What follows belongs to an exercise in optimizing a design on an open flow for small area; a production flow would make more cautious choices.
Function was checked by simulation only, so behaviour that the tests miss may differ from the original.
Power is estimated from default activity; no workload was simulated.

run 1:
==> flow/design.v (excerpt) <==
module shooter_top #(
	parameter int TICK_CYCLES = 64,
	parameter int BULLET_SLOTS = 20,
	parameter int ENEMY_SLOTS = 8
) (
	input  logic                   CLK,
	input  logic                   RESET,
	input  logic                   fire,
	input  logic                   rotate_cw,
	input  logic                   rotate_ccw,
	input  logic                   weapon_switch,
	output shooter_pkg::heading_t  heading,
	output logic [1:0] weapon,
	output shooter_pkg::bcd_score_t score_bcd,
	output logic                   kill,
	output logic [1:0]  kill_type,
	output logic                   step_done
);
export LEC_CHECK = 0
export CAP_MARGIN = 20
export CORE_MARGIN = 2
export CORE_UTILIZATION = 60
export CTS_BUF_LIST = sky130_fd_sc_hd__clkbuf_4
export CTS_CLUSTER_DIAMETER = 40
export CTS_CLUSTER_SIZE = 10
export SLEW_MARGIN = 20
export SYNTH_HIERARCHICAL = 1
create_clock -name core_clock -period 20.0 [get_ports {CLK}]
standard.sh (not shown) runs the stock make flow with config.mk's settings and CLKGATE_MAP_FILE= SYNTH_SCRIPT=/design/flow/synth_recipe.tcl, a recipe that flattens the netlist after the stock synthesis.
==> flow/flow/run.sh <==
#!/bin/bash
# The standard layout with two changes: clock tree synthesis adds no dummy
# loads, and the port buffers are the smallest buffer. CTS_ARGS repeats
# config.mk's CTS_* values, which it replaces.
set -euo pipefail
export CTS_ARGS="-sink_clustering_enable -repair_clock_nets -sink_clustering_size 10 -sink_clustering_max_diameter 40 -buf_list sky130_fd_sc_hd__clkbuf_4 -dont_use_dummy_load"
export BUFFER_PORTS_ARGS="-buffer_cell sky130_fd_sc_hd__buf_1"
bash standard.sh > standard_flow.log 2>&1
What run 2 does differently from run 1 at the input level:
==> flow/flow/run.sh <==
#!/bin/bash
# The standard layout with two changes: clock tree synthesis adds no dummy
# loads, and the port buffers are the smallest buffer. CTS_ARGS repeats
# config.mk's CTS_* values, which it replaces.
set -euo pipefail
export CTS_ARGS="-sink_clustering_enable -repair_clock_nets -sink_clustering_size 32 -sink_clustering_max_diameter 80 -buf_list sky130_fd_sc_hd__clkbuf_16 -dont_use_dummy_load"
export BUFFER_PORTS_ARGS="-buffer_cell sky130_fd_sc_hd__buf_1"
bash standard.sh > standard_flow.log 2>&1
==> flow/config.mk <==
export PLATFORM = sky130hd
export DESIGN_NAME = shooter_top
export DESIGN_NICKNAME = shooter_top
export VERILOG_FILES = /design/flow/design.v
export SDC_FILE = /design/flow/constraint.sdc
export NUM_CORES = 4
export LEC_CHECK = 0
export CAP_MARGIN = 20
export CORE_MARGIN = 2
export CORE_UTILIZATION = 75
export CTS_BUF_LIST = sky130_fd_sc_hd__clkbuf_16
export CTS_CLUSTER_DIAMETER = 80
export CTS_CLUSTER_SIZE = 32
export SLEW_MARGIN = 20
==> comparison <==
- Density: run 2 denser than run 1
- Compared with run 1, run 2 shows a higher total power draw.
- Taking run 1 as the reference, in run 2 global-route usage picked up an extra 7.8 points, die width lost about 9%, count of filler cells inserted in the layout lost 891, clock share of power picked up an extra 2.1 points.
- For the initial core utilization, run 2 came in 16 points higher than run 1 did.
- Lower post-synthesis to final-layout area growth goes to run 2 over run 1.
- Diff run 1 -> run 2 | largest net degree at the start of global routing | down by a few percent
- Compare run 1 and run 2 | tap cell count lower: run 2
Modified inputs, run 3 compared to run 2
==> flow/flow/run.sh <==
#!/bin/bash
# The standard layout with two changes: clock tree synthesis adds no dummy
# loads, and the port buffers are the smallest buffer. CTS_ARGS repeats
# config.mk's CTS_* values, which it replaces.
set -euo pipefail
export CTS_ARGS="-sink_clustering_enable -repair_clock_nets -sink_clustering_size 20 -sink_clustering_max_diameter 50 -buf_list sky130_fd_sc_hd__clkbuf_8 -dont_use_dummy_load"
export BUFFER_PORTS_ARGS="-buffer_cell sky130_fd_sc_hd__buf_1"
bash standard.sh > standard_flow.log 2>&1
-- flow/config.mk --
<<< run 2, line 8
export CAP_MARGIN = 20
export CORE_MARGIN = 2
export CORE_UTILIZATION = 75
export CTS_BUF_LIST = sky130_fd_sc_hd__clkbuf_16
export CTS_CLUSTER_DIAMETER = 80
export CTS_CLUSTER_SIZE = 32
export SLEW_MARGIN = 20
>>> run 3, line 8
export CAP_MARGIN = 20
export CORE_MARGIN = 2
export CORE_UTILIZATION = 60
export CTS_BUF_LIST = sky130_fd_sc_hd__clkbuf_8
export CTS_CLUSTER_DIAMETER = 50
export CTS_CLUSTER_SIZE = 20
export SLEW_MARGIN = 20
Notes after the runs:
- No stage failed in run 3, and the final checks on the layout all came back clean.
- From run 2 to run 3 the numbers moved as follows: leakage component of the power now sits higher, total power +about 1.1%, tapcell count now larger.
- Final critical delay including setup and external delays | run 3 below run 2
- Comparing effective utilization at floorplan for run 3 and run 2, the smaller number came from run 3.
- Run 3 vs. run 2: met3 track utilization from global routing went down by 1.2 points.
- Diff run 3..run 2 | power density over the cells | negligible
- Lower area of placed instances among run 3 and run 2: run 2
- Sequential share of layout area: run 3 lower than run 2
- Slack of the critical path, run 3 and run 2, higher one = run 3.
- Total detailed-routing wirelength: run 3 < run 2
> inputs changed (run 3 -> run 4)
==> flow/flow/run.sh <==
#!/bin/bash
# The standard layout with two changes: clock tree synthesis adds no dummy
# loads, and the port buffers are the smallest buffer. CTS_ARGS repeats
# config.mk's CTS_* values, which it replaces.
set -euo pipefail
export CTS_ARGS="-sink_clustering_enable -repair_clock_nets -sink_clustering_size 32 -sink_clustering_max_diameter 80 -buf_list sky130_fd_sc_hd__clkbuf_16 -dont_use_dummy_load"
export BUFFER_PORTS_ARGS="-buffer_cell sky130_fd_sc_hd__buf_1"
bash standard.sh > standard_flow.log 2>&1
==> comparison <==
- Run 4 has completed all stages; timing, DRC and antenna checks passed.
- Summary of run 4 over run 3: data arrival time of the worst path decreased by 0.02 ns relative to the old numbers, per-cell via count in the routed design closely matched the old numbers, fraction of the core area covered by cells at the end of the flow decreased by 0.23 points relative to the old numbers.
- Looking at final cell count, run 4 sits 20 below run 3.
- Worst hold slack delta (run 4 − run 3): favourable
#### Input delta (run 5 over run 4)
-- flow/config.mk --
<<< run 4, line 9
export CORE_MARGIN = 2
export CORE_UTILIZATION = 60
export CTS_BUF_LIST = sky130_fd_sc_hd__clkbuf_8
export CTS_CLUSTER_DIAMETER = 50
export CTS_CLUSTER_SIZE = 20
export SLEW_MARGIN = 20
>>> run 5, line 9
export CORE_MARGIN = 2
export CORE_UTILIZATION = 60
export CTS_BUF_LIST = sky130_fd_sc_hd__clkbuf_16
export CTS_CLUSTER_DIAMETER = 80
export CTS_CLUSTER_SIZE = 32
export SLEW_MARGIN = 20
### Flow results
From run 4 to run 5 the numbers moved as follows: global routing met2 resource utilization about even; clock insertion delay at the later pin of the skew report now sits at about the same level.
As far as per-cell via count in the routed design goes, run 5 and run 4 are indistinguishable; the numbers are identical.
As far as final core utilization goes, run 5 and run 4 are indistinguishable; the numbers are identical.
Re portion of netlist area occupied by mux cells: no difference whatsoever between run 5 and run 4.
Comparing run 5 against run 4, there is no change at all in setup slack.
Comparing run 5 with run 4, the wire length of the first global-routing pass came out essentially unchanged.
Re routed wire length: no difference whatsoever between run 5 and run 4.
Diff run 5..run 4 | layout net count | unchanged
As far as power goes, run 5 and run 4 are indistinguishable; the numbers are identical.
Number of failing hold endpoints at the final stage came out exactly the same in run 4 and run 5.

==> re-timing with driven ports <==
How much do the figures lean on ideal ports? The routed layouts below were timed once more, with nothing changed but the port constraints.
Step 1 assumes that a clkbuf_16 drives the clock port and a buf_2 every other input.
Step 2, shift: input delay + t, output delay - t, t = (earliest + latest rising clock arrival at the registers) / 2. This alone moves slack from input paths to output paths.
Slacks: no drivers / after step 1 / after step 2; pairs: no drivers / after step 1.
| run | t, ns | setup WS [ns] | hold WS [ns] |
|---|---|---|---|
| run 1 | 0.726 | 4.599 / 4.552 / 5.278 | 0.305 / 0.305 / 0.305 |
| run 2 | 0.573 | 4.843 / 4.791 / 5.363 | 0.291 / 0.291 / 0.291 |
| run 3 | 0.594 | 4.885 / 4.835 / 5.428 | 0.277 / 0.277 / 0.277 |
| run 4 | 0.566 | 4.909 / 4.856 / 5.421 | 0.297 / 0.297 / 0.297 |
| run 5 | 0.566 | 4.909 / 4.856 / 5.421 | 0.297 / 0.297 / 0.297 |
After both steps every run listed still meets setup and hold.
